This is an optimization exercise on Yosys and OpenROAD, whose aim is small area, a short achievable clock period and few clock cycles per item, not a production implementation.
Where RTL was checked, it was by simulation tests only, not by an equivalence proof against the original.
No functional check of the RTL was part of runs 1 to 3.
No activity file was given, so power comes from the tool's default toggle rates.

===== flow/run.sh =====
#!/bin/bash
# synth_recipe.tcl (not shown) runs the flow's synth.tcl, then flattens the netlist and writes it again
# the make line also repeats each setting of config.mk as NAME=value (left out here)
make -C /OpenROAD-flow-scripts/flow DESIGN_CONFIG=/design/flow/config.mk WORK_HOME=/design/flow/orfs CLKGATE_MAP_FILE= SYNTH_SCRIPT=/design/flow/synth_recipe.tcl finish

===== flow/config.mk =====
export PLATFORM = sky130hd
export DESIGN_NAME = risc14Exec
export DESIGN_NICKNAME = risc14Exec
export VERILOG_FILES = /design/flow/design.v
export SDC_FILE = /design/flow/constraint.sdc
export NUM_CORES = 4
export LEC_CHECK = 0
export ABC_AREA = 1
export CAP_MARGIN = 20
export CORE_MARGIN = 2
export CORE_UTILIZATION = 50
export SETUP_SLACK_MARGIN = 5.0
export SLEW_MARGIN = 20

===== flow/constraint.sdc =====
create_clock -name core_clock -period 7.5 [get_ports {Clock_not}]
set_input_delay 1.5000 -clock core_clock [delete_from_list [all_inputs] [get_ports {Clock_not}]]
set_output_delay 1.5000 -clock core_clock [all_outputs]
set_load 0.01 [all_outputs]

===== flow/design.v =====
`default_nettype none
package risc14Pkg;
	typedef struct packed {
		logic [7-1:0] laneHi;  
		logic [7-1:0] laneLo;  
	} risc14Lanes;
	typedef union packed {
		logic [14-1:0] scalar;
		risc14Lanes lanes;
	} risc14Word;
endpackage
`default_nettype wire
`default_nettype none
module mulTree
(
	input wire logic [13:0] a,
	input wire logic [13:0] b,
	output logic [13:0] sumRow,
	output logic [13:0] carryRow
);
	wire one0 = b[0] ^ 1'b0;
	wire two0 = (b[1] & ~b[0] & ~1'b0) | (~b[1] & b[0] & 1'b0);
	wire neg0 = b[1];
	wire pp0_0 = ((one0 & a[0]) | (two0 & 1'b0)) ^ neg0;
	wire pp0_1 = ((one0 & a[1]) | (two0 & a[0])) ^ neg0;
	wire pp0_2 = ((one0 & a[2]) | (two0 & a[1])) ^ neg0;
	wire pp0_3 = ((one0 & a[3]) | (two0 & a[2])) ^ neg0;
	wire pp0_4 = ((one0 & a[4]) | (two0 & a[3])) ^ neg0;
	wire pp0_5 = ((one0 & a[5]) | (two0 & a[4])) ^ neg0;
	wire pp0_6 = ((one0 & a[6]) | (two0 & a[5])) ^ neg0;
	wire pp0_7 = ((one0 & a[7]) | (two0 & a[6])) ^ neg0;
	wire pp0_8 = ((one0 & a[8]) | (two0 & a[7])) ^ neg0;
	wire pp0_9 = ((one0 & a[9]) | (two0 & a[8])) ^ neg0;
	wire pp0_10 = ((one0 & a[10]) | (two0 & a[9])) ^ neg0;
	wire pp0_11 = ((one0 & a[11]) | (two0 & a[10])) ^ neg0;
	wire pp0_12 = ((one0 & a[12]) | (two0 & a[11])) ^ neg0;
	wire pp0_13 = ((one0 & a[13]) | (two0 & a[12])) ^ neg0;
	wire one1 = b[2] ^ b[1];
	wire two1 = (b[3] & ~b[2] & ~b[1]) | (~b[3] & b[2] & b[1]);
	wire neg1 = b[3];
	wire pp1_0 = ((one1 & a[0]) | (two1 & 1'b0)) ^ neg1;
	wire pp1_1 = ((one1 & a[1]) | (two1 & a[0])) ^ neg1;
	wire pp1_2 = ((one1 & a[2]) | (two1 & a[1])) ^ neg1;
	wire pp1_3 = ((one1 & a[3]) | (two1 & a[2])) ^ neg1;
	wire pp1_4 = ((one1 & a[4]) | (two1 & a[3])) ^ neg1;
	wire pp1_5 = ((one1 & a[5]) | (two1 & a[4])) ^ neg1;
	wire pp1_6 = ((one1 & a[6]) | (two1 & a[5])) ^ neg1;
	wire pp1_7 = ((one1 & a[7]) | (two1 & a[6])) ^ neg1;
	wire pp1_8 = ((one1 & a[8]) | (two1 & a[7])) ^ neg1;
	wire pp1_9 = ((one1 & a[9]) | (two1 & a[8])) ^ neg1;
	wire pp1_10 = ((one1 & a[10]) | (two1 & a[9])) ^ neg1;
	wire pp1_11 = ((one1 & a[11]) | (two1 & a[10])) ^ neg1;
	wire one2 = b[4] ^ b[3];
	wire two2 = (b[5] & ~b[4] & ~b[3]) | (~b[5] & b[4] & b[3]);
	wire neg2 = b[5];
	wire pp2_0 = ((one2 & a[0]) | (two2 & 1'b0)) ^ neg2;
	wire pp2_1 = ((one2 & a[1]) | (two2 & a[0])) ^ neg2;
	wire pp2_2 = ((one2 & a[2]) | (two2 & a[1])) ^ neg2;
	wire pp2_3 = ((one2 & a[3]) | (two2 & a[2])) ^ neg2;
	wire pp2_4 = ((one2 & a[4]) | (two2 & a[3])) ^ neg2;
	wire pp2_5 = ((one2 & a[5]) | (two2 & a[4])) ^ neg2;
	wire pp2_6 = ((one2 & a[6]) | (two2 & a[5])) ^ neg2;
	wire pp2_7 = ((one2 & a[7]) | (two2 & a[6])) ^ neg2;
	wire pp2_8 = ((one2 & a[8]) | (two2 & a[7])) ^ neg2;
	wire pp2_9 = ((one2 & a[9]) | (two2 & a[8])) ^ neg2;
	wire one3 = b[6] ^ b[5];
	wire two3 = (b[7] & ~b[6] & ~b[5]) | (~b[7] & b[6] & b[5]);
	wire neg3 = b[7];
	wire pp3_0 = ((one3 & a[0]) | (two3 & 1'b0)) ^ neg3;
	wire pp3_1 = ((one3 & a[1]) | (two3 & a[0])) ^ neg3;
	wire pp3_2 = ((one3 & a[2]) | (two3 & a[1])) ^ neg3;
	wire pp3_3 = ((one3 & a[3]) | (two3 & a[2])) ^ neg3;
	wire pp3_4 = ((one3 & a[4]) | (two3 & a[3])) ^ neg3;
	wire pp3_5 = ((one3 & a[5]) | (two3 & a[4])) ^ neg3;
	wire pp3_6 = ((one3 & a[6]) | (two3 & a[5])) ^ neg3;
	wire pp3_7 = ((one3 & a[7]) | (two3 & a[6])) ^ neg3;
	wire one4 = b[8] ^ b[7];
	wire two4 = (b[9] & ~b[8] & ~b[7]) | (~b[9] & b[8] & b[7]);
	wire neg4 = b[9];
	wire pp4_0 = ((one4 & a[0]) | (two4 & 1'b0)) ^ neg4;
	wire pp4_1 = ((one4 & a[1]) | (two4 & a[0])) ^ neg4;
	wire pp4_2 = ((one4 & a[2]) | (two4 & a[1])) ^ neg4;
	wire pp4_3 = ((one4 & a[3]) | (two4 & a[2])) ^ neg4;
	wire pp4_4 = ((one4 & a[4]) | (two4 & a[3])) ^ neg4;
	wire pp4_5 = ((one4 & a[5]) | (two4 & a[4])) ^ neg4;
	wire one5 = b[10] ^ b[9];
	wire two5 = (b[11] & ~b[10] & ~b[9]) | (~b[11] & b[10] & b[9]);
	wire neg5 = b[11];
	wire pp5_0 = ((one5 & a[0]) | (two5 & 1'b0)) ^ neg5;
	wire pp5_1 = ((one5 & a[1]) | (two5 & a[0])) ^ neg5;
	wire pp5_2 = ((one5 & a[2]) | (two5 & a[1])) ^ neg5;
	wire pp5_3 = ((one5 & a[3]) | (two5 & a[2])) ^ neg5;
	wire one6 = b[12] ^ b[11];
	wire two6 = (b[13] & ~b[12] & ~b[11]) | (~b[13] & b[12] & b[11]);
	wire neg6 = b[13];
	wire pp6_0 = ((one6 & a[0]) | (two6 & 1'b0)) ^ neg6;
	wire pp6_1 = ((one6 & a[1]) | (two6 & a[0])) ^ neg6;
	wire s1 = pp0_10 ^ pp1_8;
	wire c2 = pp0_10 & pp1_8;
	wire s3 = pp0_11 ^ pp1_9;
	wire c4 = pp0_11 & pp1_9;
	wire p7 = pp0_12 ^ pp1_10;
	wire s5 = p7 ? ~pp2_8 : pp2_8;
	wire c6 = p7 ? pp2_8 : pp0_12;
	wire s8 = pp3_6 ^ pp4_4;
	wire c9 = pp3_6 & pp4_4;
	wire p12 = pp0_13 ^ pp1_11;
	wire s10 = p12 ? ~pp2_9 : pp2_9;
	wire c11 = p12 ? pp2_9 : pp0_13;
	wire s13 = pp3_7 ^ pp4_5;
	wire c14 = pp3_7 & pp4_5;
	wire s15 = pp0_6 ^ pp1_4;
	wire c16 = pp0_6 & pp1_4;
	wire s17 = pp0_7 ^ pp1_5;
	wire c18 = pp0_7 & pp1_5;
	wire p21 = pp0_8 ^ pp1_6;
	wire s19 = p21 ? ~pp2_4 : pp2_4;
	wire c20 = p21 ? pp2_4 : pp0_8;
	wire s22 = pp3_2 ^ pp4_0;
	wire c23 = pp3_2 & pp4_0;
	wire p26 = pp0_9 ^ pp1_7;
	wire s24 = p26 ? ~pp2_5 : pp2_5;
	wire c25 = p26 ? pp2_5 : pp0_9;
	wire s27 = pp3_3 ^ pp4_1;
	wire c28 = pp3_3 & pp4_1;
	wire p31 = pp2_6 ^ pp3_4;
	wire s29 = p31 ? ~pp4_2 : pp4_2;
	wire c30 = p31 ? pp4_2 : pp2_6;
	wire p34 = pp5_0 ^ neg5;
	wire s32 = p34 ? ~s1 : s1;
	wire c33 = p34 ? s1 : pp5_0;
	wire p37 = pp2_7 ^ pp3_5;
	wire s35 = p37 ? ~pp4_3 : pp4_3;
	wire c36 = p37 ? pp4_3 : pp2_7;
	wire p40 = pp5_1 ^ s3;
	wire s38 = p40 ? ~c2 : c2;
	wire c39 = p40 ? c2 : pp5_1;
	wire p43 = pp5_2 ^ pp6_0;
	wire s41 = p43 ? ~neg6 : neg6;
	wire c42 = p43 ? neg6 : pp5_2;
	wire p46 = s5 ^ s8;
	wire s44 = p46 ? ~c4 : c4;
	wire c45 = p46 ? c4 : s5;
	wire p49 = pp5_3 ^ pp6_1;
	wire s47 = p49 ? ~s10 : s10;
	wire c48 = p49 ? s10 : pp5_3;
	wire p52 = s13 ^ c6;
	wire s50 = p52 ? ~c9 : c9;
	wire c51 = p52 ? c9 : s13;
	wire s53 = pp0_4 ^ pp1_2;
	wire c54 = pp0_4 & pp1_2;
	wire s55 = pp0_5 ^ pp1_3;
	wire c56 = pp0_5 & pp1_3;
	wire p59 = pp2_2 ^ pp3_0;
	wire s57 = p59 ? ~neg3 : neg3;
	wire c58 = p59 ? neg3 : pp2_2;
	wire p62 = pp2_3 ^ pp3_1;
	wire s60 = p62 ? ~s17 : s17;
	wire c61 = p62 ? s17 : pp2_3;
	wire p65 = neg4 ^ s19;
	wire s63 = p65 ? ~s22 : s22;
	wire c64 = p65 ? s22 : neg4;
	wire p68 = s24 ^ s27;
	wire s66 = p68 ? ~c20 : c20;
	wire c67 = p68 ? c20 : s24;
	wire p71 = s29 ^ s32;
	wire s69 = p71 ? ~c25 : c25;
	wire c70 = p71 ? c25 : s29;
	wire p74 = s35 ^ s38;
	wire s72 = p74 ? ~c30 : c30;
	wire c73 = p74 ? c30 : s35;
	wire p77 = s41 ^ s44;
	wire s75 = p77 ? ~c36 : c36;
	wire c76 = p77 ? c36 : s41;
	wire p80 = s47 ^ s50;
	wire s78 = p80 ? ~c42 : c42;
	wire c79 = p80 ? c42 : s47;
	wire s81 = pp0_2 ^ pp1_0;
	wire c82 = pp0_2 & pp1_0;
	wire s83 = pp0_3 ^ pp1_1;
	wire c84 = pp0_3 & pp1_1;
	wire p87 = pp2_0 ^ neg2;
	wire s85 = p87 ? ~s53 : s53;
	wire c86 = p87 ? s53 : pp2_0;
	wire p90 = pp2_1 ^ s55;
	wire s88 = p90 ? ~c54 : c54;
	wire c89 = p90 ? c54 : pp2_1;
	wire p93 = s15 ^ s57;
	wire s91 = p93 ? ~c56 : c56;
	wire c92 = p93 ? c56 : s15;
	wire p96 = c16 ^ s60;
	wire s94 = p96 ? ~c58 : c58;
	wire c95 = p96 ? c58 : c16;
	wire p99 = c18 ^ s63;
	wire s97 = p99 ? ~c61 : c61;
	wire c98 = p99 ? c61 : c18;
	wire p102 = c23 ^ s66;
	wire s100 = p102 ? ~c64 : c64;
	wire c101 = p102 ? c64 : c23;
	wire p105 = c28 ^ s69;
	wire s103 = p105 ? ~c67 : c67;
	wire c104 = p105 ? c67 : c28;
	wire p108 = c33 ^ s72;
	wire s106 = p108 ? ~c70 : c70;
	wire c107 = p108 ? c70 : c33;
	wire p111 = c39 ^ s75;
	wire s109 = p111 ? ~c73 : c73;
	wire c110 = p111 ? c73 : c39;
	wire p114 = c45 ^ s78;
	wire s112 = p114 ? ~c76 : c76;
	wire c113 = p114 ? c76 : c45;
	assign sumRow = {s112, s109, s106, s103, s100, s97, s94, s91, s88, s85, s83, neg1, pp0_1, pp0_0};
	assign carryRow = {c110, c107, c104, c101, c98, c95, c92, c89, c86, c84, c82, s81, 1'b0, neg0};
endmodule
`default_nettype wire
`timescale 1ns/100ps
`default_nettype none
module risc14Exec
(
	input wire logic Clock_not,
	input wire logic rstN,
	input wire logic psel,
	input wire logic penable,
	input wire logic pwrite,
	input wire logic [8-1:0] paddr,
	input wire logic [32-1:0] pwdata,
	output logic [32-1:0] prdata,
	output logic pready,
	output logic pslverr
);
	localparam logic [3:0] K_CPY = 4'd0;   
	localparam logic [3:0] K_ADD = 4'd1;   
	localparam logic [3:0] K_VEC = 4'd2;   
	localparam logic [3:0] K_MULF = 4'd3;  
	localparam logic [3:0] K_NOT = 4'd4;
	localparam logic [3:0] K_AND = 4'd5;
	localparam logic [3:0] K_OR = 4'd6;
	localparam logic [3:0] K_XOR = 4'd7;
	localparam logic [3:0] K_SRL = 4'd8;
	localparam logic [3:0] K_SRA = 4'd9;
	localparam logic [3:0] K_ROTL = 4'd10;
	localparam logic [3:0] K_ROTR = 4'd11;
	logic [14-1:0] regFile [0:16-1];
	logic [12-1:0] statusReg;
	logic [14-1:0] opA;  
	logic [14-1:0] opB;  
	logic [4-1:0] destIdx;
	logic [3:0] kOp;
	logic isSub;
	logic commit;   
	logic mulBusy;  
	logic errQ;
	logic [5-1:0] wordIdx;
	logic [6-1:0] opc;
	logic setup;
	logic isReg, isInstr, isStatus;
	logic opcLegal, useImm, instrExec, hostWrite, isMul;
	logic [3:0] kNew;
	assign wordIdx = paddr[6:2];
	assign opc = pwdata[13:8];
	assign setup = psel & ~penable;
	assign isReg = ~wordIdx[4];
	assign isInstr = (wordIdx == 5'd16);
	assign isStatus = (wordIdx == 5'd17);
	always_comb begin
		opcLegal = 1'b1;
		useImm = 1'b0;
		kNew = K_CPY;
		case (opc)
			6'h02: kNew = K_CPY;
			6'h05, 6'h06: kNew = K_ADD;
			6'h07, 6'h08: begin kNew = K_ADD; useImm = 1'b1; end
			6'h09: kNew = K_MULF;
			6'h0B: kNew = K_NOT;
			6'h0C: kNew = K_AND;
			6'h0D: kNew = K_OR;
			6'h0E: kNew = K_XOR;
			6'h0F: begin kNew = K_SRL; useImm = 1'b1; end
			6'h10: begin kNew = K_SRA; useImm = 1'b1; end
			6'h11: begin kNew = K_ROTL; useImm = 1'b1; end
			6'h12: begin kNew = K_ROTR; useImm = 1'b1; end
			6'h17, 6'h18: kNew = K_VEC;
			default: opcLegal = 1'b0;
		endcase
	end
	assign instrExec = isInstr & pwrite & opcLegal;
	assign hostWrite = isReg & pwrite;
	assign isMul = (opc == 6'h09);
	logic [14-1:0] mulSum, mulCarry;
	mulTree mulUnit (.a(opA), .b(opB), .sumRow(mulSum), .carryRow(mulCarry));
	logic isNot, readA, instrA, useB, selSr;
	logic [16-1:0] selA, selB;
	logic [14-1:0] nextA, nextB;
	assign isNot = (opc == 6'h0B);
	assign readA = ~mulBusy & ~pwrite & isReg;
	assign instrA = ~mulBusy & pwrite & ~isReg & (opc != 6'h02);
	assign useB = ~mulBusy & ~isReg & ~useImm & ~isNot;
	assign selSr = ~mulBusy & ~pwrite & isStatus;
	always_comb begin
		nextA = ({14{mulBusy}} & mulSum)
			| ({14{selSr}} & {{(14-12){1'b0}}, statusReg});
		nextB = ({14{mulBusy}} & mulCarry)
			| ({14{~mulBusy & hostWrite}} & pwdata[14-1:0])
			| ({14{~mulBusy & ~isReg & useImm}}
				& {{(14-4){1'b0}}, pwdata[3:0]});
		for (int i = 0; i < 16; i++) begin
			selA[i] = (readA & (wordIdx[4-1:0] == i))
				| (instrA & (pwdata[7:4] == i));
			selB[i] = useB & (pwdata[3:0] == i);
			nextA = nextA | ({14{selA[i]}} & regFile[i]);
			nextB = nextB | ({14{selB[i]}} & regFile[i]);
		end
	end
	always_ff @(posedge Clock_not) begin
		mulBusy <= setup & instrExec & isMul;
		commit <= (setup & (hostWrite | (instrExec & ~isMul))) | mulBusy;
		errQ <= ~(isReg | instrExec | (isStatus & ~pwrite));
		destIdx <= hostWrite ? wordIdx[4-1:0] : pwdata[7:4];
		isSub <= ~hostWrite & ((opc == 6'h06) | (opc == 6'h08) | (opc == 6'h18) | (opc == 6'h0B));
		kOp <= mulBusy ? K_MULF : (hostWrite ? K_CPY : kNew);
		opA <= nextA;
		opB <= nextB;
	end
	logic isVec;
	logic [14-1:0] bx, prop, gen;
	logic gapX, gapY;
	logic [16:0] sum;
	logic [14-1:0] addRes;
	assign isVec = (kOp == K_VEC);
	assign bx = opB ^ {14{isSub}};
	assign prop = opA ^ bx;
	assign gen = opA & bx;
	assign gapX = ~isVec | isSub;
	assign gapY = isVec & isSub;
	assign sum = {1'b0, opA[13:7], gapX, opA[6:0], 1'b1} + {1'b0, bx[13:7], gapY, bx[6:0], isSub};
	assign addRes = {sum[15:9], sum[7:1]};
	logic [1:0] shamt;
	logic [2:0] fill;
	logic [16:0] shrOut;
	logic [27:0] rotl;
	assign shamt = opB[1:0];
	assign fill = (kOp == K_ROTR) ? opA[2:0] : ((kOp == K_SRA) ? {3{opA[13]}} : 3'b000);
	assign shrOut = {fill, opA} >> shamt;
	assign rotl = {opA, opA} << shamt;
	logic selAdd, selProp, selGen, selShr, selRotl;
	assign selAdd = rstN & ((kOp == K_ADD) | (kOp == K_VEC) | (kOp == K_MULF));
	assign selProp = rstN & ((kOp == K_CPY) | (kOp == K_NOT) | (kOp == K_XOR) | (kOp == K_OR));
	assign selGen = rstN & ((kOp == K_AND) | (kOp == K_OR));
	assign selShr = rstN & ((kOp == K_SRL) | (kOp == K_SRA) | (kOp == K_ROTR));
	assign selRotl = rstN & (kOp == K_ROTL);
	logic [14-1:0] result;
	assign result = ({14{selAdd}} & addRes)
		| ({14{selProp}} & prop)
		| ({14{selGen}} & gen)
		| ({14{selShr}} & shrOut[13:0])
		| ({14{selRotl}} & rotl[27:14]);
	logic zLo, zHi;
	logic flagC, flagV, loC, loV;
	logic wrCV, wrNZ, wrLane;
	assign zLo = (result[6:0] == '0);
	assign zHi = (result[13:7] == '0);
	assign flagC = sum[16] ^ isSub;
	assign flagV = (opA[13] == bx[13]) & (addRes[13] != opA[13]);
	assign loC = sum[8] ^ isSub;
	assign loV = (opA[6] == bx[6]) & (addRes[6] != opA[6]);
	assign wrCV = commit & (kOp == K_ADD);
	assign wrNZ = commit & ((kOp == K_ADD) | (kOp == K_MULF) | (kOp == K_NOT)
		| (kOp == K_AND) | (kOp == K_OR) | (kOp == K_XOR));
	assign wrLane = commit & isVec;
	always_ff @(posedge Clock_not) begin
		for (int i = 0; i < 16; i++) begin
			if (!rstN || (commit && destIdx == i)) begin
				regFile[i] <= result;
			end
		end
	end
	always_ff @(posedge Clock_not) begin
		if (!rstN || wrCV) begin
			statusReg[11] <= rstN & flagC;
			statusReg[9] <= rstN & flagV;
		end
		if (!rstN || wrNZ) begin
			statusReg[10] <= rstN & result[13];
			statusReg[8] <= rstN & zLo & zHi;
		end
		if (!rstN || wrLane) begin
			statusReg[7:0] <= {8{rstN}} & {flagC, result[13], flagV, zHi,
				loC, result[6], loV, zLo};
		end
	end
	assign prdata = {{(32-14){1'b0}}, opA};
	assign pready = ~mulBusy;
	assign pslverr = errQ;
endmodule
`default_nettype wire

==> summary.txt, run 1 <==
* Final #Nets at 2324
* Simple-gate share of the synthesized area at 22.4%
* Tcrit/Tclk final at 43.2%
* Count of different cell masters after synthesis at 64
* Post-Synth XOR/XNOR Area at 3.27%
* Vias at 17.2k
* Fmax at 0.309 GHz
* Status: timing/DRC/antenna clean
* Final Max Slew Viols at 0
* Vias in the first global route at 16.0k
* Die X-Extent at 186 um
* CP Capture Type: flip-flop
* Setup TNS Final at 0 ps
* Total GRT Usage at 41.7%
* Hold Path Origin: regFile[12][2]
* Initial drt markers at 2338
* Die area at 0.0347 mm2
* IO buf count at 39
* DIE HEIGHT at 186 um
* Number of vias per cell at 6.33
* Worst path arrival time at 3680 ps
* Drt drc at 0
* Clock latency (worst-skew pair) at 570 ps
* Tmin final at 3240 ps
* Placed cell count at 2421
* Ys flop type: edfxtp_1
* DP HPWL at 45800 um
* Final cell count without fillers at 2711
* R2R Path End: statusReg[8]
* Maximum vdd drop at 0.216 mV
* Clock root buffer: clkbuf_16
* Ys Warns at 2
* H-tree depth at 1
* Largest net degree at the start of global routing at 35
* Final Wtd Congestion at 0.981
* Initial core utilization at 50.9%
* CTS Buf Count at 28
* Total gr overflow at 0
* DR WL/cell at 27.1 um
* Share of cells above drive strength 1 at 33.8%
* RSZ-0062 raised after global routing: yes
* Flops & latches, synth at 276
* Portion of netlist area occupied by mux cells at 0%
* Adder-cell share of the synthesized area at 2.49%
* Worst R2R Path Depth at 17
* Final Setup Violations at 0
* Global-route wire length before repair at 103000 um
* Hold-fix buffers, CTS at 0
* Worst relative slew slack at 24.0%
* Worst Hold Depth at 2
* CTS tree: yes
* Cell Rows at 66
* Clock transition at path regs at 70 ps
* CP max FO at 9
* Final wirelength at 73400 um
* Area grow syn2layout at 40.7%
* Final hold vios at 0
* Avg Cell Area, Syn at 8.47 um2
* Setup Crit Path Kind: input pin to flip-flop
* Slew @ Worst Pin at 1140 ps
* Max-cap viol count at 0
* EDFF count, synth at 236
* Syn Inst Count at 1961
* Min-Delay Endpoint: opB[2]
* Ports at 79
* Initial DRT Pass Iterations at 8
* Hold Crit Class: flip-flop to flip-flop
* Detail Route Antenna Nets at 0
* Sink Count at 276
* PD cells at 250 mW/mm2
* Worst reg2reg setup slack at 4570 ps
* Largest family of logic cells by synthesized area: simple AND/OR/NAND/NOR gates
* P_leak at 9.79 nW
* Worst Clk Skew at 23.5 ps
* Core area at 0.0326 mm2
* Worst Path Required at 7940 ps
* Clock Tree Buf Depth at 3
* Asr flop ratio synth at 0%
* FF-to-FF Start: isSub
* Synth Area in Compound Gates at 16.4%
* Antenna violations before repair at 2
* Seq/Total Area, Yosys at 47.5%
* Post-Syn Area at 0.0166 mm2
* Setup crit start kind: input pin
[final cells by class]
cell class	instances	area [um2]
multi-input cells	1381	9420
fillers	2451	9270
diodes	1	2.50
repair inverters	2	22.5
inverters	253	1100
clock buffers	35	788
repair buffers	304	3290
clock inverters	17	206
flip-flops and latches	276	7970
well taps	442	553
[sequential cells by signal (all words and copies together) (netlist names)]
signal,count
regFile,224
kOp,4
opA,14
opB,14
isSub,1
destIdx,4
statusReg,12
commit,1
mulBusy,1
errQ,1
[where the power goes]
| part | internal (mW) | switching, mW | leakage [nW] | total, mW |
|---|---|---|---|---|
| registers | 1.99 | 0.199 | 2.76 | 2.18 |
| clock network | 0.888 | 0.616 | 0.488 | 1.50 |
| logic | 0.814 | 1.34 | 6.54 | 2.15 |
[layer usage]
metal  vias up  track usage (%)  part of all wire (%)
met1      8076             48.6                    34
li1       7425                -                     -
met5         -                0                 0.016
met3       395             10.5                    11
met4         2             33.5                    10
met2      1265             65.5                    44
[critical path: stages]
cell	delay (ps)
buf_8	110
ha_4	170
inv_4	60
ha_4	120
nand2_2	60
nor2_4	100
a21oi_2	90
nand2_4	140
inv_8	100
nand2_8	100
nor2_4	60
buf_4	160
buf_4	140
nand2_1	50
nand4_1	140
or4_1	560
[placed cells by master, fill, tap and decap left out, drive strengths merged, types with 12 or more instances in the layout]
master	count
a221oi	53
ha	33
a22o	15
inv	244
nand3b	12
clkbuf	40
clkinvlp	12
buf	284
o21ai	123
xor2	58
conb	18
dfxtp	40
o211ai	15
nor3	17
clkinv	12
nand4	30
nand2	530
nand3	129
o2111ai	20
nor2	124
a21oi	67
o22ai	69
edfxtp	236
[cells in the mapped netlist (all sizes together), types with 33 or more instances]
| cell type | number | share of area, % |
|---|---|---|
| inv | 249 | 5.6 |
| a21oi | 67 | 2.1 |
| a221oi | 53 | 2.8 |
| edfxtp | 236 | 43 |
| nor2 | 124 | 3.0 |
| o22ai | 69 | 2.9 |
| buf | 47 | 1.8 |
| xor2 | 58 | 3.1 |
| ha | 33 | 2.5 |
| nand2 | 530 | 12 |
| dfxtp | 40 | 4.8 |
| o21ai | 123 | 3.8 |
| nand3 | 129 | 4.1 |
[kinds of logic (layout without fill, tap and decap cells)]
family | count (synthesis) | in the layout
flip-flops | 276 | 276
other | 1 | 19
XOR/XNOR | 62 | 62
AND/OR/NAND/NOR | 860 | 860
adder cells (fa/ha/maj) | 33 | 33
AO/OA/AOI/OAI | 408 | 408
buffers and inverters | 321 | 611
[how the worst max path moves through the flow]
| stage | from | to | slack [ps] | cells after the start |
|---|---|---|---|---|
| 6_report | pwdata[9] | opB[3] | 4260 | 16 |
| 5_1_grt | pwdata[9] | opB[3] | 4210 | 16 |
| 4_1_cts | pwdata[9] | opB[5] | 4320 | 19 |
| 3_5_place_dp | pwdata[10] | opB[9] | 2560 | 16 |
| 3_3_place_gp | pwdata[10] | opB[9] | 2600 | 16 |
| 2_1_floorplan | pwdata[8] | opB[6] | 4320 | 16 |
[through the flow]
stage | hold WS (ps) | util [%] | area (um2) | power [mW] | setup slack [ps]
after floorplan | 448 | - | 17400 | 3.25 | 4320
after global placement | 484 | 55.3 | 18000 | 3.70 | 2600
after detailed placement | 484 | 55.3 | 18000 | 3.73 | 2560
after CTS | 499 | 68.0 | 22200 | 5.56 | 4320
after global routing | 537 | 71.6 | 23300 | 6.08 | 4210
final | 517 | 71.6 | 23400 | 5.84 | 4260
[what timing repair did]
action,in CTS,in global routing
endpoints found under the hold margin,0,0
gates resized for setup,499,186
setup buffers,179,46
gates cloned,9,3
pin swaps,137,95
endpoints found under the setup margin,315,279
==> run 2, diff against run 1 <==
==> flow/flow/run.sh (new file) <==
#!/bin/bash
# Standard layout, with the port buffers made from plain buffers instead of
# the cell buffer_ports picks by default (often a delay cell).
set -e
cp standard.sh standard.sh.txt 2>/dev/null || true
export BUFFER_PORTS_ARGS="-buffer_cell sky130_fd_sc_hd__buf_4"
bash standard.sh > standard.log 2>&1
==> flow/standard.sh (new file) <==
#!/bin/bash
# synth_recipe.tcl (not shown) runs the flow's synth.tcl, then flattens the netlist and writes it again
# the make line also repeats each setting of config.mk as NAME=value (left out here)
make -C /OpenROAD-flow-scripts/flow DESIGN_CONFIG=/design/flow/config.mk WORK_HOME=/design/flow/orfs CLKGATE_MAP_FILE= SYNTH_SCRIPT=/design/flow/synth_recipe.tcl "${@:-finish}"
--- a/flow/config.mk
+++ b/flow/config.mk
@@ -10,4 +10,4 @@
 export CORE_MARGIN = 2
 export CORE_UTILIZATION = 50
-export SETUP_SLACK_MARGIN = 5.0
+export SETUP_SLACK_MARGIN = 4.5
 export SLEW_MARGIN = 20
removed: flow/run.sh
==> run 2 against run 1 <==
Design area shrank 11%. Combinational power shrank 21%. Non-clock buffer count shrank 125. Still clean. Via count shrank 5.7%. Worst setup slack lost 61 ps. First-iteration DRC count shrank 2.7%. Largest cell class unchanged. Wire length shrank 9.4%.
==> summary.txt, run 2 <==
* Asr flop ratio synth at 0% (unchanged)
* Largest area contributor in the netlist: edfxtp_1
* Number of vias per cell at 6.25 (-1.3%)
* Fillcell total at 2769 (+13%)
* Commonest non-fill, non-tap cell in the layout: nand2_1
* EDFF count, synth at 236 (unchanged)
* Count leader, synth: nand2_1
* Final Wtd Congestion at 0.964 (-1.7%)
* CP Capture Type: flip-flop
* Final core utilization at 63.8% (-7.8 points)
* Final Setup Violations at 0 (unchanged)
* Slew @ Worst Pin at 826 ps (-313 ps)
* Status: timing/DRC/antenna clean
* Final hold vios at 0 (unchanged)
* Cell Rows at 66 (unchanged)
* Total GRT Usage at 37.4% (-4.3 points)
* Clock Tree Buf Depth at 3 (unchanged)
* Worst relative slew slack at 44.2% (+20 points)
* Post-synth top area share at 42.7% (unchanged)
* Clock transition at path regs at 60 ps (about the same)
* Min setup slack post-route at 4200 ps (-60.7 ps)
* Core area at 0.0326 mm2 (unchanged)
* Max-cap viol count at 0 (unchanged)
* Setup crit start kind: input pin
* DP HPWL at 45600 um (-0.38%)
* Largest registers: regFile (224), opA (14), opB (14)
* Final #Nets at 2202 (-5.2%)
* Syn Inst Count at 1961 (unchanged)
* Hold Crit Class: flip-flop to flip-flop
* CTS tree: yes
* Vias at 16.2k (-5.7%)
* Vias in the first global route at 14.8k (-7.5%)
* Share of cells above drive strength 1 at 22.9% (-11 points)
* RSZ-0062 raised after global routing: yes
* FF-to-FF Start: opA[4]
* Worst Path Required at 7930 ps (about the same)
* CTS Buf Count at 31 (+11%)
* Setup TNS Final at 0 ps (unchanged)
* Largest net degree at the start of global routing at 38 (+8.6%)
* Most frequent cells in the layout: nand2_1 (491), edfxtp_1 (236), inv_1 (202)
* Antenna violations before repair at 1 (-1)
* Drt drc at 0 (unchanged)
* Clock root buffer: clkbuf_16
* Worst setup path start: pwdata[8]
* P_leak at 8.70 nW (-11%)
* Placement Setup Slack at 2870 ps (+307 ps)
* Worst Clk Skew at 24.4 ps (+0.897 ps)
* Die area at 0.0347 mm2 (unchanged)
* Sink Count at 276 (unchanged)
* Initial drt markers at 2276 (-2.7%)
* Max reg flops at 224 (unchanged)
* Synth top cells by count: nand2_1 (510), edfxtp_1 (236), inv_1 (227), nand3_1 (123), nor2_1 (119)
* Tcrit/Tclk final at 44.0% (+0.81 points)
* DR WL/cell at 25.7 um (-5.1%)
* Tmin final at 3300 ps (+60.7 ps)
* Synth area leaders: edfxtp_1 (43%), nand2_1 (12%), inv_1 (5.1%)
* Antenna diode count at 0 (-1)
* Initial DRT Pass Iterations at 6 (-2)
* Die X-Extent at 186 um (unchanged)
* Seq/Total Area, Yosys at 47.5% (unchanged)
* Most flop-heavy register: regFile
* H-tree depth at 1 (unchanged)
* IO buf count at 39 (unchanged)
* Hold Path Origin: regFile[11][4]
* Post-Syn Area at 0.0166 mm2 (unchanged)
* Ys Warns at 2 (unchanged)
* Final wirelength at 66500 um (-9.4%)
* Ports at 79 (unchanged)
* Count of different cell masters after synthesis at 64 (unchanged)
* CP max FO at 5 (-4)
* Flops & latches, synth at 276 (unchanged)
* Ys flop type: edfxtp_1
* DIE HEIGHT at 186 um (unchanged)
* Setup Crit Path Kind: input pin to flip-flop
* Detail Route Antenna Nets at 0 (unchanged)
* Final Max Slew Viols at 0 (unchanged)
* Clock latency (worst-skew pair) at 590 ps (+20 ps)
* Global-route wire length before repair at 93200 um (-9.7%)
* Worst path arrival time at 3730 ps (+50 ps)
* Fmax at 0.303 GHz (-1.8%)
* Area grow syn2layout at 25.4%
* PD cells at 260 mW/mm2 (+3.9%)
* Total gr overflow at 0 (unchanged)
* Maximum vdd drop at 0.238 mV (+10%)
* Avg Cell Area, Syn at 8.47 um2 (unchanged)
* Initial core utilization at 50.9% (unchanged)
==> run 2: layout make-up <==
type,count,area (um2),share of cell area [%]
flip-flops and latches,276,7900,38.0
clock inverters,26,253,1.21
repair inverters,1,11.3,0.0541
repair buffers,179,1670,8.00
multi-input cells,1382,8590,41.3
inverters,253,1070,5.13
well taps,442,553,2.66
clock buffers,31,776,3.73
==> run 2: where the power goes <==
part / internal (mW) / switching, mW / leakage, nW / total, mW
Combinational: 0.565 / 1.12 / 5.45 / 1.69
Sequential: 1.98 / 0.178 / 2.75 / 2.16
Clock: 0.893 / 0.666 / 0.500 / 1.56
Total: 3.44 / 1.97 / 8.70 / 5.41
==> run 2: path summary, 6_finish.rpt <==
kind | to | slack (ps) | depth (start not counted)
max | opB[3] | 4200 | 15
min | opA[4] | 520 | 2
max reg2reg | opA[12] | 4550 | 15
min reg2reg | opA[4] | 520 | 2
==> run 2: metal layers <==
layer	GRT usage, %	share of wire, %	vias up
met5	0	0.020	-
li1	-	-	7177
met2	61.3	45	1072
met1	46.1	37	7680
met4	20.2	7.0	2
met3	8.47	11	250
==> run 2: cells by family after synthesis <==
| logic type | Yosys count | synth area share [%] |
|---|---|---|
| AND/OR/NAND/NOR | 860 | 22.4 |
| AO/OA/AOI/OAI | 408 | 16.4 |
| buffers and inverters | 321 | 7.98 |
| flip-flops | 276 | 47.5 |
| XOR/XNOR | 62 | 3.27 |
| adder cells (fa/ha/maj) | 33 | 2.49 |
| other | 1 | 0.0226 |
==> run 2: what timing repair did <==
item,in CTS,in global routing
pin swaps,54,43
setup endpoints to repair,261,66
resized for setup,164,108
hold buffers,0,0
gates cloned,1,5
buffers inserted,69,33
==> run 2: critical path, stage by stage <==
cell,delay (ps)
buf_8,100
ha_4,170
inv_4,60
ha_4,130
nand2_4,50
nor2_4,110
a21oi_4,80
nand2_4,200
inv_8,80
nand2_8,100
nor2_4,60
buf_6,140
nand2_2,50
nand4_1,280
or4_1,590
==> run 2: per-stage QoR <==
stage	power, mW	std cells	instance area, um2	hold slack, ps
final	5.41	2590	20800	519
after global routing	5.66	2590	20800	535
after CTS	5.28	2552	20000	518
after detailed placement	3.68	2425	17700	509
after global placement	3.64	2425	17600	500
after floorplan	3.22	1978	17000	448
==> run 3, diff against run 2 <==
--- a/flow/design.v
+++ b/flow/design.v
@@ -349,15 +349,21 @@
 	assign selShr = rstN & ((kOp == K_SRL) | (kOp == K_SRA) | (kOp == K_ROTR));
 	assign selRotl = rstN & (kOp == K_ROTL);
-	logic [14-1:0] result;
-	assign result = ({14{selAdd}} & addRes)
-		| ({14{selProp}} & prop)
+	logic [14-1:0] result, otherRes;
+	assign otherRes = ({14{selProp}} & prop)
 		| ({14{selGen}} & gen)
 		| ({14{selShr}} & shrOut[13:0])
 		| ({14{selRotl}} & rotl[27:14]);
+	assign result = ({14{selAdd}} & addRes) | otherRes;
+	logic [14-1:0] zCarry;
+	logic zLoAdd, zHiAdd;
+	assign zCarry = {opA[12:7] | bx[12:7], isVec ? isSub : (opA[6] | bx[6]),
+		opA[5:0] | bx[5:0], isSub};
+	assign zLoAdd = (prop[6:0] == zCarry[6:0]);
+	assign zHiAdd = (prop[13:7] == zCarry[13:7]);
 	logic zLo, zHi;
 	logic flagC, flagV, loC, loV;
 	logic wrCV, wrNZ, wrLane;
-	assign zLo = (result[6:0] == '0);
-	assign zHi = (result[13:7] == '0);
+	assign zLo = (zLoAdd | ~selAdd) & (otherRes[6:0] == '0);
+	assign zHi = (zHiAdd | ~selAdd) & (otherRes[13:7] == '0);
 	assign flagC = sum[16] ^ isSub;
 	assign flagV = (opA[13] == bx[13]) & (addRes[13] != opA[13]);
==> run 3 against run 2 <==
Synthesized area rose by 2.8%. Via count rose by 1.6%. Sequential power barely moved. Count of clock-buffer cells in the layout rose by 6. Total power rose by 1.9%. Hold slack improved by 26 ps. Critical endpoint is now opB[11]. Largest cell class unchanged.
==> summary.txt, run 3 <==
* Post-route cell area at 0.0215 mm2 (+3.1%)
* Die X-Extent at 189 um (+1.3%)
* Syn Inst Count at 2011 (+2.5%)
* Routed met1 length at 25400 um (+2.6%)
* DP HPWL at 47200 um (+3.6%)
* Final Setup Violations at 0 (unchanged)
* Initial drt markers at 2297 (+0.92%)
* Worst Path Required at 7950 ps (+20 ps)
* Placement Setup Slack at 3080 ps (+208 ps)
* Final wirelength at 69500 um (+4.4%)
* Die area at 0.0356 mm2 (+2.7%)
* Max reg flops at 224 (unchanged)
* Worst path cell trace: buf_12 -> ha_4 -> inv_4 -> ha_4 -> nand2_4 -> nor2_4 -> a21oi_4 -> nand2_4 -> inv_8 -> nand2_8 -> nor2_4 -> buf_6 -> a211oi_4 -> nand4_1 -> nor2_4 -> nand2_1
* Worst relative slew slack at 37.2% (-7.0 points)
* Global-route wire length before repair at 101000 um (+8.3%)
* Total GRT Usage at 38.6% (+1.2 points)
* Slew @ Worst Pin at 937 ps (+110 ps)
* Commonest non-fill, non-tap cell in the layout: nand2_1
* DIE HEIGHT at 189 um (+1.3%)
* P_leak at 8.75 nW (+0.50%)
* Count of different cell masters after synthesis at 60 (-6.3%)
* Synth area leaders: edfxtp_1 (42%), nand2_1 (11%), inv_1 (4.9%)
* CTS Buf Count at 31 (unchanged)
* Vias in the first global route at 15.6k (+5.3%)
* Asr flop ratio synth at 0% (unchanged)
* Largest net degree at the start of global routing at 37 (-2.6%)
* Setup TNS Final at 0 ps (unchanged)
* Final core utilization at 64.0% (+0.16 points)
* Pwr Total at 5.51 mW (+1.9%)
* Maximum vdd drop at 0.200 mV (-16%)
* IO buf count at 39 (unchanged)
* Top cell by count, worst path: nor2_4
* Largest family of logic cells by synthesized area: simple AND/OR/NAND/NOR gates
* CP Capture Type: flip-flop
* Clock Tree Buf Depth at 3 (unchanged)
* Final #Nets at 2250 (+2.2%)
* Setup crit start kind: input pin
* EDFF count, synth at 236 (unchanged)
* Ys flop type: edfxtp_1
* Flops & latches, synth at 276 (unchanged)
* Final cell count without fillers at 2630 (+1.5%)
* Clock latency (worst-skew pair) at 570 ps (-20 ps)
* Hold Crit Class: flip-flop to flip-flop
* Avg Cell Area, Syn at 8.48 um2 (+0.20%)
* Synth top cells by count: nand2_1 (518), edfxtp_1 (236), inv_1 (224), nand3_1 (129), nor2_1 (129)
* Met2 Wirelength at 32100 um (+6.8%)
* Ys Warns at 2 (unchanged)
* Area grow syn2layout at 25.8%
* Synth Area in Compound Gates at 15.9% (-0.50 points)
* Cell Rows at 67 (+1.5%)
* Hold-fix buffers, CTS at 0 (unchanged)
* Placed cell count at 2475 (+2.1%)
* Sink Count at 276 (unchanged)
* Worst Clk Skew at 14.7 ps (-9.68 ps)
* Vias at 16.4k (+1.6%)
* Most frequent cells in the layout: nand2_1 (503), edfxtp_1 (236), inv_1 (196)
* Antenna violations before repair at 1 (unchanged)
* CP max stage delay at 310 ps (-280 ps)
* CP max FO at 7 (+2)
* Most flop-heavy register: regFile
* Number of vias per cell at 6.25 (about the same)
* Met3 routed WL at 7040 um (-0.89%)
* Clock root buffer: clkbuf_16
* Tmin final at 3290 ps (-8.98 ps)
* PD cells at 257 mW/mm2 (-1.2%)
* Post-synth top area share at 41.5% (-1.1 points)
* Final Wtd Congestion at 0.975 (+1.1%)
* Detail Route Antenna Nets at 0 (unchanged)
* Post-Synth XOR/XNOR Area at 3.18% (-0.088 points)
* Worst path slowest cell: a211oi_4
* Simple-gate share of the synthesized area at 23.3% (+0.96 points)
* RSZ-0062 raised after global routing: yes
* Post-Syn Area at 0.0171 mm2 (+2.8%)
* DR top layer: met4
* Tcrit/Tclk final at 43.9% (-0.12 points)
* Fmax at 0.304 GHz (+0.27%)
* Hold slack at 545 ps (+26.5 ps)
* Clock transition at path regs at 60 ps (about the same)
* Min setup slack post-route at 4210 ps (+8.98 ps)
* DR WL/cell at 26.4 um (+2.9%)
* Max-cap viol count at 0 (unchanged)
* Adder-cell share of the synthesized area at 3.37% (+0.89 points)
* Initial core utilization at 50.9% (about the same)
* Post-DP Area at 0.0182 mm2 (+2.8%)
* Ports at 79 (unchanged)
* Largest registers: regFile (224), opA (14), opB (14)
* Core area at 0.0335 mm2 (+2.8%)
* H-tree depth at 1 (unchanged)
* Antenna diode count at 0 (unchanged)
* Final hold vios at 0 (unchanged)
* Setup Crit Path Kind: input pin to flip-flop
* Drt drc at 0 (unchanged)
* Count leader, synth: nand2_1
* Initial DRT Pass Iterations at 8 (+2)
* Total gr overflow at 0 (unchanged)
* Status: timing/DRC/antenna clean
* Portion of netlist area occupied by mux cells at 0% (unchanged)
* Largest area contributor in the netlist: edfxtp_1
* Final Max Slew Viols at 0 (unchanged)
* CTS tree: yes
* Worst path arrival time at 3740 ps (about the same)
* Share of cells above drive strength 1 at 24.0% (+1.1 points)
* Seq/Total Area, Yosys at 46.2% (-1.3 points)
## run 3: changes by cell type after synthesis, sizes merged, moves of 10 or more
cell | previous run | this run
a21oi | 67 | 42
ha | 33 | 46
nand2 | 530 | 543
nand3 | 129 | 139
nor2 | 124 | 134
or2 | 9 | 21
xnor2 | 4 | 18
xor2 | 58 | 44
## run 3: power breakdown
| group | internal [mW] | switching [mW] | leakage, nW |
|---|---|---|---|
| combinational | 0.642 | 1.24 | 5.54 |
| clock | 0.790 | 0.646 | 0.451 |
| sequential | 1.99 | 0.204 | 2.76 |
| total | 3.42 | 2.09 | 8.75 |
## run 3: worst paths after layout
check | from | to | slack [ps] | cells past startpoint
min | regFile[12][1] | opA[1] | 550 | 2
max | pwdata[9] | opB[11] | 4210 | 16
min reg2reg | regFile[12][1] | opA[1] | 550 | 2
max reg2reg | opB[1] | regFile[0][12] | 4370 | 15
## run 3: cells by family after synthesis
| group | count (synthesis) |
|---|---|
| other | 1 |
| flip-flops | 276 |
| AO/OA/AOI/OAI | 394 |
| AND/OR/NAND/NOR | 908 |
| adder cells (fa/ha/maj) | 46 |
| buffers and inverters | 324 |
| XOR/XNOR | 62 |
## run 3: what timing repair did
item | CTS | global route
endpoints found under the setup margin | 244 | 196
pin swaps | 55 | 52
setup buffers | 71 | 23
cloned | 4 | 1
gates resized for setup | 217 | 86
## run 3: routing by layer
metal | global-route usage, % | up-vias
met1 | 48.2 | 7734
met5 | 0 | -
li1 | - | 7328
met2 | 63.8 | 1110
met4 | 21.9 | 0
met3 | 6.31 | 269
## run 3: final cells by class
class | count | area (um2)
well taps | 448 | 561
repair buffers | 170 | 1660
clock inverters | 19 | 131
multi-input cells | 1429 | 9300
clock buffers | 37 | 798
inverters | 250 | 1080
flip-flops and latches | 276 | 7920
fillers | 2789 | 12100
repair inverters | 1 | 16.3
## run 3: critical path, delay by kind of cell
kind | cells | cell delay, ps
compound gates | 2 | 400
fa+ha+maj | 2 | 310
simple gates | 8 | 1050
buf+inv | 4 | 460
==> run 4, diff against run 3 <==
--- a/flow/design.v
+++ b/flow/design.v
@@ -241,4 +241,5 @@
 	localparam logic [3:0] K_ROTL = 4'd10;
 	localparam logic [3:0] K_ROTR = 4'd11;
+	localparam logic [3:0] K_NONE = 4'd15;  
 	logic [14-1:0] regFile [0:16-1];
 	logic [12-1:0] statusReg;
@@ -289,26 +290,28 @@
 	logic [14-1:0] mulSum, mulCarry;
 	mulTree mulUnit (.a(opA), .b(opB), .sumRow(mulSum), .carryRow(mulCarry));
-	logic isNot, readA, instrA, useB, selSr;
+	logic readA, writeA, selSr, keepB, immB;
 	logic [16-1:0] selA, selB;
-	logic [14-1:0] nextA, nextB;
-	assign isNot = (opc == 6'h0B);
-	assign readA = ~mulBusy & ~pwrite & isReg;
-	assign instrA = ~mulBusy & pwrite & ~isReg & (opc != 6'h02);
-	assign useB = ~mulBusy & ~isReg & ~useImm & ~isNot;
+	logic [14-1:0] portB, nextA, nextB;
+	assign readA = ~mulBusy & ~pwrite;
+	assign writeA = ~mulBusy & pwrite;
 	assign selSr = ~mulBusy & ~pwrite & isStatus;
+	assign keepB = ~mulBusy & ~hostWrite & ~useImm;
+	assign immB = ~mulBusy & (hostWrite | useImm);
 	always_comb begin
 		nextA = ({14{mulBusy}} & mulSum)
 			| ({14{selSr}} & {{(14-12){1'b0}}, statusReg});
-		nextB = ({14{mulBusy}} & mulCarry)
-			| ({14{~mulBusy & hostWrite}} & pwdata[14-1:0])
-			| ({14{~mulBusy & ~isReg & useImm}}
-				& {{(14-4){1'b0}}, pwdata[3:0]});
+		portB = '0;
 		for (int i = 0; i < 16; i++) begin
-			selA[i] = (readA & (wordIdx[4-1:0] == i))
-				| (instrA & (pwdata[7:4] == i));
-			selB[i] = useB & (pwdata[3:0] == i);
+			selA[i] = (readA & isReg & (wordIdx[4-1:0] == i))
+				| (writeA & (pwdata[7:4] == i));
+			selB[i] = (pwdata[3:0] == i);
 			nextA = nextA | ({14{selA[i]}} & regFile[i]);
-			nextB = nextB | ({14{selB[i]}} & regFile[i]);
+			portB = portB | ({14{selB[i]}} & regFile[i]);
 		end
+		nextB = ({14{mulBusy}} & mulCarry)
+			| ({14{keepB}} & portB)
+			| ({14{~mulBusy & hostWrite}} & pwdata[14-1:0])
+			| ({14{immB}}
+				& {{(14-4){1'b0}}, pwdata[3:0]});
 	end
 	always_ff @(posedge Clock_not) begin
@@ -317,6 +320,6 @@
 		errQ <= ~(isReg | instrExec | (isStatus & ~pwrite));
 		destIdx <= hostWrite ? wordIdx[4-1:0] : pwdata[7:4];
-		isSub <= ~hostWrite & ((opc == 6'h06) | (opc == 6'h08) | (opc == 6'h18) | (opc == 6'h0B));
-		kOp <= mulBusy ? K_MULF : (hostWrite ? K_CPY : kNew);
+		isSub <= ~hostWrite & ((opc == 6'h06) | (opc == 6'h08) | (opc == 6'h18));
+		kOp <= ~rstN ? K_NONE : (mulBusy ? K_MULF : (hostWrite ? K_CPY : kNew));
 		opA <= nextA;
 		opB <= nextB;
@@ -343,15 +346,19 @@
 	assign shrOut = {fill, opA} >> shamt;
 	assign rotl = {opA, opA} << shamt;
-	logic selAdd, selProp, selGen, selShr, selRotl;
-	assign selAdd = rstN & ((kOp == K_ADD) | (kOp == K_VEC) | (kOp == K_MULF));
-	assign selProp = rstN & ((kOp == K_CPY) | (kOp == K_NOT) | (kOp == K_XOR) | (kOp == K_OR));
-	assign selGen = rstN & ((kOp == K_AND) | (kOp == K_OR));
-	assign selShr = rstN & ((kOp == K_SRL) | (kOp == K_SRA) | (kOp == K_ROTR));
-	assign selRotl = rstN & (kOp == K_ROTL);
+	logic selAdd, selProp, selGen, selShr, selRotl, selNot, selCpy;
+	assign selAdd = ((kOp == K_ADD) | (kOp == K_VEC) | (kOp == K_MULF));
+	assign selProp = ((kOp == K_XOR) | (kOp == K_OR));
+	assign selNot = (kOp == K_NOT);
+	assign selCpy = (kOp == K_CPY);
+	assign selGen = ((kOp == K_AND) | (kOp == K_OR));
+	assign selShr = ((kOp == K_SRL) | (kOp == K_SRA) | (kOp == K_ROTR));
+	assign selRotl = (kOp == K_ROTL);
 	logic [14-1:0] result, otherRes;
 	assign otherRes = ({14{selProp}} & prop)
 		| ({14{selGen}} & gen)
 		| ({14{selShr}} & shrOut[13:0])
-		| ({14{selRotl}} & rotl[27:14]);
+		| ({14{selRotl}} & rotl[27:14])
+		| ({14{selNot}} & ~opA)
+		| ({14{selCpy}} & opB);
 	assign result = ({14{selAdd}} & addRes) | otherRes;
 	logic [14-1:0] zCarry;
==> run 4 against run 3 <==
Non-clock buffer count grew 21. Utilization shrank 0.93 points. Worst setup slack gained 240 ps. Critical endpoint is now opB[6]. Sequential share of layout area grew 0.53 points. Sequential cell count is the same. Critical path depth shrank 4. Highest routed layer is now met5. Clock power grew 3%. Global-route usage grew 0.75 points. Still clean. Hold slack lost 16 ps. Wire length grew 3.7%. Die area grew 0.22%. Final cell count grew 1.3%.
==> summary.txt, run 4 <==
* Crit path to: opB[6]
* PD cells at 315 mW/mm2 (+23%)
* Worst relative slew slack at 31.7% (-5.4 points)
* Post-synth top area share at 41.4% (-0.094 points)
* CP max FO at 11 (+4)
* Ys Warns at 2 (unchanged)
* Internal at 3.95 mW (+16%)
* Commonest non-fill, non-tap cell in the layout: nand2_1
* Die area at 0.0357 mm2 (+0.22%)
* Initial DRT Pass Iterations at 6 (-2)
* DIE HEIGHT at 189 um (+0.11%)
* Worst path slowest cell: a221oi_1
* Ports at 79 (unchanged)
* Largest area contributor in the netlist: edfxtp_1
* Hold slack at 529 ps (-16.4 ps)
* RSZ-0062 raised after global routing: yes
* Clock latency (worst-skew pair) at 570 ps (about the same)
* Slew @ Worst Pin at 1020 ps (+80.4 ps)
* Total gr overflow at 0 (unchanged)
* Setup crit start kind: input pin
* Top cell by count, worst path: inv_1
* Final Wtd Congestion at 0.957 (-1.8%)
* Antenna violations before repair at 3 (+2)
* Sink Count at 276 (unchanged)
* CTS Buf Count at 30 (-3.2%)
* Largest registers: regFile (224), opA (14), opB (14)
* Tmin final at 3050 ps (-240 ps)
* Vias at 16.8k (+2.0%)
* Number of vias per cell at 6.30 (+0.73%)
* Synth top cells by count: nand2_1 (496), inv_1 (273), edfxtp_1 (236), nand3_1 (124), nor2_1 (121)
* Clock Power Share at 22.3% (-3.8 points)
* CTS tree: yes
* Max reg flops at 224 (unchanged)
* Vias in the first global route at 15.6k (+0.33%)
* Worst path cell trace: buf_4 -> inv_1 -> nor2_1 -> inv_1 -> nor2_1 -> buf_4 -> inv_1 -> o22ai_1 -> a221oi_1 -> a41oi_1 -> a21oi_2 -> o21ai_0
* Post-Syn Area at 0.0171 mm2 (+0.23%)
* Core area at 0.0336 mm2 (+0.25%)
* Setup TNS Final at 0 ps (unchanged)
* Final Setup Violations at 0 (unchanged)
* Die X-Extent at 189 um (+0.11%)
* Worst reg2reg setup slack at 4530 ps (+160 ps)
* Largest net degree at the start of global routing at 35 (-5.4%)
* Cell Rows at 67 (unchanged)
* Ys flop type: edfxtp_1
* Asr flop ratio synth at 0% (unchanged)
* Max-cap viol count at 0 (unchanged)
* Maximum vdd drop at 0.240 mV (+20%)
* Buf+Inv Stages, Crit Path at 5 (+1)
* Most flop-heavy register: regFile
* Syn Inst Count at 2030 (+0.94%)
* CP Depth at 12 (-4)
* Total GRT Usage at 39.4% (+0.75 points)
* Hold Crit Class: flip-flop to flip-flop
* R2R Path End: regFile[10][11]
* Fmax at 0.328 GHz (+7.9%)
* Seq pwr share at 35.4% (-4.3 points)
* Most frequent cells in the layout: nand2_1 (476), edfxtp_1 (236), inv_1 (234)
* Seq/Total Area, Yosys at 46.1% (-0.10 points)
* Share of cells above drive strength 1 at 22.5% (-1.6 points)
* Combinational power share at 42.3% (+8.1 points)
* Final wirelength at 72100 um (+3.7%)
* Worst path arrival time at 3500 ps (-240 ps)
* Worst Clk Skew at 19.8 ps (+5.03 ps)
* Clock transition at path regs at 80 ps (+20 ps)
* Initial core utilization at 50.9% (about the same)
* FF-to-FF Start: isSub
* Clock Tree Buf Depth at 3 (unchanged)
* Final hold vios at 0 (unchanged)
* Worst R2R Path Depth at 17 (+2)
* Count of different cell masters after synthesis at 64 (+6.7%)
* Count leader, synth: nand2_1
* P_leak at 8.68 nW (-0.78%)
* Pwr Total at 6.67 mW (+21%)
* Setup Crit Path Kind: input pin to flip-flop
* Post-DP Area at 0.0180 mm2 (-0.72%)
* CP max stage delay at 370 ps (+60 ps)
* DP HPWL at 48100 um (+1.9%)
* Drt drc at 0 (unchanged)
* Avg Cell Area, Syn at 8.42 um2 (-0.71%)
* EDFF count, synth at 236 (unchanged)
* Clock root buffer: clkbuf_16
* IO buf count at 39 (unchanged)
* Worst Path Required at 7950 ps (about the same)
* H-tree depth at 1 (unchanged)
* Detail Route Antenna Nets at 0 (unchanged)
* Worst setup path start: pwdata[3]
* Psw at 2.72 mW (+30%)
* Status: timing/DRC/antenna clean
* Synth area leaders: edfxtp_1 (41%), nand2_1 (11%), inv_1 (6.0%)
* Initial drt markers at 2333 (+1.6%)
* Final Max Slew Viols at 0 (unchanged)
* CP Capture Type: flip-flop
* Tcrit/Tclk final at 40.7% (-3.2 points)
* Flops & latches, synth at 276 (unchanged)
* DR WL/cell at 27.1 um (+2.4%)
* CP delay by family, top: compound AO/OA/AOI/OAI gates
* Area grow syn2layout at 24.0%
* Global-route wire length before repair at 103000 um (+1.7%)
* Post-route cell area at 0.0212 mm2 (-1.2%)
* Sw Share at 40.7% (+2.8 points)
* Final #Nets at 2280 (+1.3%)
==> run 4: cell types whose count changed after synthesis, moves of 13 or more <==
| cell | previous run | this run |
|---|---|---|
| o22ai_1 | 55 | 72 |
| nand4_1 | 36 | 23 |
| nand2_1 | 518 | 496 |
| o221ai_1 | 0 | 15 |
| inv_2 | 21 | 4 |
| inv_1 | 224 | 273 |
| a21oi_1 | 41 | 66 |
| o21ai_0 | 99 | 118 |
==> run 4: per-stage QoR <==
| step | cells | utilization (%) | setup WS (ps) |
|---|---|---|---|
| 5_1_grt | 2661 | 63.1 | 4450 |
| 3_5_place_dp | 2506 | 53.6 | 3240 |
| 3_3_place_gp | 2506 | 53.6 | 3190 |
| 4_1_cts | 2617 | 60.0 | 4450 |
| 6_report | 2663 | 63.1 | 4450 |
| 2_1_floorplan | 2047 | - | 4500 |
==> run 4: how the worst min path moves through the flow <==
stage,startpoint,end,depth (start not counted)
after floorplan,regFile[11][4],opA[4],2
after global placement,statusReg[5],opA[5],2
after detailed placement,statusReg[5],opA[5],2
after CTS,statusReg[5],opA[5],2
after global routing,statusReg[5],opA[5],2
final,statusReg[5],opA[5],2
==> run 4: kinds of logic after synthesis <==
family          Yosys count  share of synthesized area, %
flops                   276                          46.1
compound gates          445                          17.5
xor+xnor                 69                          3.67
fa+ha+maj                45                          3.29
simple gates            831                          20.6
buf+inv                 363                          8.81
other cells               1                        0.0219
==> run 4: what timing repair did <==
item                                    in CTS  in global routing
hold buffers                                 0                  0
endpoints found under the setup margin     211                192
gates cloned                                 3                  3
endpoints found under the hold margin        0                  0
buffers inserted                            53                 41
gates resized for setup                    139                146
pin swaps                                   34                 44
==> run 4: layer usage <==
metal  track usage, %  share of wire [%]  up-vias
li1                 -                  -     7419
met2             63.6                 45     1126
met4             23.0                7.8        2
met3             8.53                 11      309
met5                0              0.019        -
met1             48.7                 36     7913
==> run 4: layout make-up <==
class                      instances  area (um2)
fill                            2941       12400
multi-input combinational       1409        8740
sequential                       276        7930
timing repair buffer             191        1780
inverter                         282        1180
clock buffer                      38         852
tap                              448         561
clock inverter                    17         141
antenna                            2        5.00
==> run 4: worst min-delay path, cell delays in order (launching register included) <==
cell,delay [ps]
edfxtp_1,340
a221oi_1,70
nand4_1,90
==> run 4: power groups by stage <==
stage / combinational (mW) / clock, mW / sequential (mW)
after floorplan: 1.69 / 0 / 2.26
after global placement: 2.27 / 0 / 2.35
after detailed placement: 2.31 / 0 / 2.35
after CTS: 2.53 / 1.49 / 2.34
after global routing: 3.08 / 1.55 / 2.38
final: 2.82 / 1.49 / 2.36
Testbench counts of run 4, summed over its fixed seeds: cycles 19,530, transfers 9,600.
==> run 5, diff against run 4 <==
--- a/flow/config.mk
+++ b/flow/config.mk
@@ -12,2 +12,3 @@
 export SETUP_SLACK_MARGIN = 4.5
 export SLEW_MARGIN = 20
+export TNS_END_PERCENT = 5
==> run 5 against run 4 <==
Synthesized area stayed put. Hold slack worse by 5.1 ps. Clock skew up 15 ps. Synthesized cell count did not move. First-iteration DRC count decreased by 8.2%. Sequential power about the same. Sequential share of layout area is 1.2 points higher. Register-to-register slack got worse by 80 ps. Critical path type unchanged. Highest routed layer is now met4.
==> summary.txt, run 5 <==
* Asr flop ratio synth at 0% (unchanged)
* Fmax at 0.322 GHz (-1.7%)
* CP Capture Type: flip-flop
* Min setup slack post-route at 4400 ps (-53.1 ps)
* Hold Path Origin: statusReg[5]
* Syn Inst Count at 2030 (unchanged)
* Cell Rows at 67 (unchanged)
* Vias at 16.5k (-1.7%)
* Ports at 79 (unchanged)
* Post-Syn Area at 0.0171 mm2 (unchanged)
* Clock Tree Buf Depth at 3 (unchanged)
* Worst path cell trace: buf_4 -> inv_1 -> nor2_1 -> inv_1 -> nor2_2 -> buf_4 -> inv_1 -> o21ai_0 -> a211oi_1 -> a41oi_2 -> a21oi_1 -> nand2_1
* Slew @ Worst Pin at 1030 ps (+15.0 ps)
* Most flop-heavy register: regFile
* IO buf count at 39 (unchanged)
* Hold Crit Class: flip-flop to flip-flop
* Worst reg2reg setup slack at 4450 ps (-80 ps)
* Post-route cell area at 0.0205 mm2 (-3.4%)
* Final wirelength at 70300 um (-2.5%)
* Largest area contributor in the netlist: edfxtp_1
* Commonest non-fill, non-tap cell in the layout: nand2_1
* EDFF count, synth at 236 (unchanged)
* Total gr overflow at 0 (unchanged)
* Ys flop type: edfxtp_1
* Largest registers: regFile (224), opA (14), opB (14)
* Final Max Slew Viols at 0 (unchanged)
* Maximum vdd drop at 0.232 mV (-3.0%)
* Placement Setup Slack at 2810 ps (-427 ps)
* Worst path slowest cell: o21ai_0
* Vias in the first global route at 15.4k (-1.5%)
* Setup TNS Final at 0 ps (unchanged)
* Min-Delay Endpoint: opA[5]
* FF-to-FF Start: opB[1]
* Initial DRT Pass Iterations at 6 (unchanged)
* Final #Nets at 2246 (-1.5%)
* H-tree depth at 1 (unchanged)
* Tmin final at 3100 ps (+53.1 ps)
* Count leader, synth: nand2_1
* Largest net degree at the start of global routing at 35 (unchanged)
* Worst Clk Skew at 34.8 ps (+15.0 ps)
* Final Setup Violations at 0 (unchanged)
* Number of vias per cell at 6.27 (-0.38%)
* Clock root buffer: clkbuf_16
* CP delay by family, top: compound AO/OA/AOI/OAI gates
* DP HPWL at 48100 um (-0.14%)
* Total GRT Usage at 38.1% (-1.3 points)
* Detail Route Antenna Nets at 0 (unchanged)
* Final hold vios at 0 (unchanged)
* Post-synth top area share at 41.4% (unchanged)
* DR WL/cell at 26.7 um (-1.2%)
* Hold-fix buffers, CTS at 0 (unchanged)
* Worst R2R Path Depth at 9 (-8)
* Top cell by count, worst path: inv_1
* Synth top cells by count: nand2_1 (496), inv_1 (273), edfxtp_1 (236), nand3_1 (124), nor2_1 (121)
* PD cells at 318 mW/mm2 (+0.96%)
* Max reg flops at 224 (unchanged)
* DIE HEIGHT at 189 um (unchanged)
* Worst Path Required at 8020 ps (+70 ps)
* Seq/Total Area, Yosys at 46.1% (unchanged)
* Clock transition at path regs at 70 ps (about the same)
* Die area at 0.0357 mm2 (unchanged)
* Worst Hold Depth at 2 (unchanged)
* Worst relative slew slack at 30.7% (-1.0 points)
* Count of different cell masters after synthesis at 64 (unchanged)
* RSZ-0062 raised after global routing: yes
* Share of cells above drive strength 1 at 18.4% (-4.1 points)
* Initial drt markers at 2141 (-8.2%)
* Ys Warns at 2 (unchanged)
* CP max FO at 9 (-2)
* CTS tree: yes
* P_leak at 8.43 nW (-2.9%)
* CTS Buf Count at 31 (+3.3%)
* Setup Crit Path Kind: input pin to flip-flop
* Fillcell total at 2960 (+0.65%)
* Worst path arrival time at 3630 ps (+130 ps)
* Synth area leaders: edfxtp_1 (41%), nand2_1 (11%), inv_1 (6.0%)
* Area grow syn2layout at 19.8%
* CP max stage delay at 290 ps (-80 ps)
* Sink Count at 276 (unchanged)
* Max-cap viol count at 0 (unchanged)
* Tcrit/Tclk final at 41.4% (+0.71 points)
* Buf+Inv Stages, Crit Path at 5 (unchanged)
* Global-route wire length before repair at 99300 um (-3.3%)
* Die X-Extent at 189 um (unchanged)
* Initial core utilization at 50.9% (unchanged)
* Setup crit start kind: input pin
* Avg Cell Area, Syn at 8.42 um2 (unchanged)
* Status: timing/DRC/antenna clean
* Post-DP Area at 0.0180 mm2 (about the same)
* Most frequent cells in the layout: nand2_1 (485), inv_1 (250), edfxtp_1 (236)
* Drt drc at 0 (unchanged)
* Antenna violations before repair at 1 (-2)
* Final Wtd Congestion at 0.998 (+4.3%)
* Core area at 0.0336 mm2 (unchanged)
* R2R Path End: regFile[10][6]
* Clock latency (worst-skew pair) at 580 ps (about the same)
* Placed cell count at 2506 (unchanged)
* Final cell count without fillers at 2629 (-1.3%)
* Flops & latches, synth at 276 (unchanged)
-- run 5: cells by family (layout without fill, tap and decap cells) --
kind of cell             Yosys count  in the layout  share of synthesized area [%]
adder cells (fa/ha/maj)           45             45                           3.29
flip-flops                       276            276                           46.1
buffers and inverters            363            494                           8.81
AO/OA/AOI/OAI                    445            446                           17.5
AND/OR/NAND/NOR                  831            832                           20.6
XOR/XNOR                          69             69                           3.67
other                              1             19                         0.0219
-- run 5: power breakdown --
| part | total [mW] | internal (mW) | switching, mW |
|---|---|---|---|
| clock network | 1.48 | 0.834 | 0.651 |
| logic | 2.67 | 0.910 | 1.76 |
| registers | 2.35 | 2.11 | 0.241 |
-- run 5: area by class of cell --
type | instances | area (um2) | area share, %
timing repair buffer | 154 | 1330 | 6.47
clock inverter | 20 | 179 | 0.873
sequential | 276 | 7920 | 38.7
clock buffer | 37 | 798 | 3.90
multi-input combinational | 1410 | 8560 | 41.8
timing repair inverter | 1 | 5.00 | 0.0244
tap | 448 | 561 | 2.74
inverter | 282 | 1140 | 5.55
antenna | 1 | 2.50 | 0.0122
-- run 5: stage by stage --
stage	utilization, %	hold slack, ps	total power, mW
after global routing	60.9	553	6.85
after CTS	58.9	523	6.29
after detailed placement	53.6	517	4.66
after floorplan	-	460	3.94
final	60.9	524	6.51
after global placement	53.6	492	4.61
-- run 5: how the worst max path moves through the flow --
| stage | from | endpoint | slack [ps] | cells past startpoint |
|---|---|---|---|---|
| floorplan | opB[1] | regFile[0][11] | 4350 | 18 |
| global placement | pwrite | opA[11] | 2850 | 13 |
| detailed placement | pwrite | opA[11] | 2810 | 13 |
| CTS | kOp[1] | statusReg[8] | 4390 | 9 |
| global route | isSub | regFile[2][12] | 4350 | 15 |
| finish | pwdata[2] | opB[11] | 4400 | 12 |
-- run 5: layer usage --
layer / global-route usage [%] / wire [um]
met4: 19.7 / 4600
met3: 8.36 / 8310
met2: 62.5 / 32000
met1: 47.2 / 25400
met5: 0 / 0
-- run 5: repair_timing --
item / in CTS / in global routing
resized for setup: 106 / 99
pin swaps: 16 / 23
buffers inserted: 40 / 18
setup endpoints to repair: 210 / 181
gates cloned: 3 / 3
-- run 5: worst reg2reg max path, cell delays in order (launching register included) --
cell	delay [ps]
dfxtp_2	390
buf_12	190
clkinvlp_4	170
buf_4	180
buf_4	200
nand2_1	80
o21ai_0	70
a32o_1	240
nor4_1	550
nand2_1	560

static timing again, ports no longer ideal:
Ports are ideal in the flow. The routed layouts listed here were re-timed in OpenROAD. Step 1, drivers: a clkbuf_16 drives Clock_not and a buf_2 each remaining input, both assumed. Step 2, shift: input delay + t, output delay - t, t = (earliest + latest rising clock arrival at the registers) / 2. This alone moves slack from input paths to output paths. Three values: ideal, step 1, step 2; two values: the first two.
run | t, ns | setup slack, ns | worst hold slack (ns) | slew at the worst register clock pin (ns) | cell pins on the clock port's net
run 1 | 0.607 | 4.261 / 4.275 / 3.668 | 0.517 / 0.517 / 0.517 | 0.07 / 0.07 | 1
run 2 | 0.625 | 4.200 / 4.197 / 3.571 | 0.519 / 0.519 / 0.519 | 0.07 / 0.07 | 1
run 3 | 0.621 | 4.209 / 4.204 / 3.583 | 0.545 / 0.545 / 0.545 | 0.07 / 0.07 | 1
run 4 | 0.615 | 4.449 / 4.480 / 3.866 | 0.529 / 0.529 / 0.529 | 0.08 / 0.08 | 1
run 5 | 0.619 | 4.396 / 4.427 / 3.808 | 0.524 / 0.524 / 0.524 | 0.07 / 0.07 | 1
After both steps setup and hold are still met in every run listed. For run 2, which loses most, drivers alone change the setup slack by -0.003 ns; drivers and shift together by -0.629 ns.
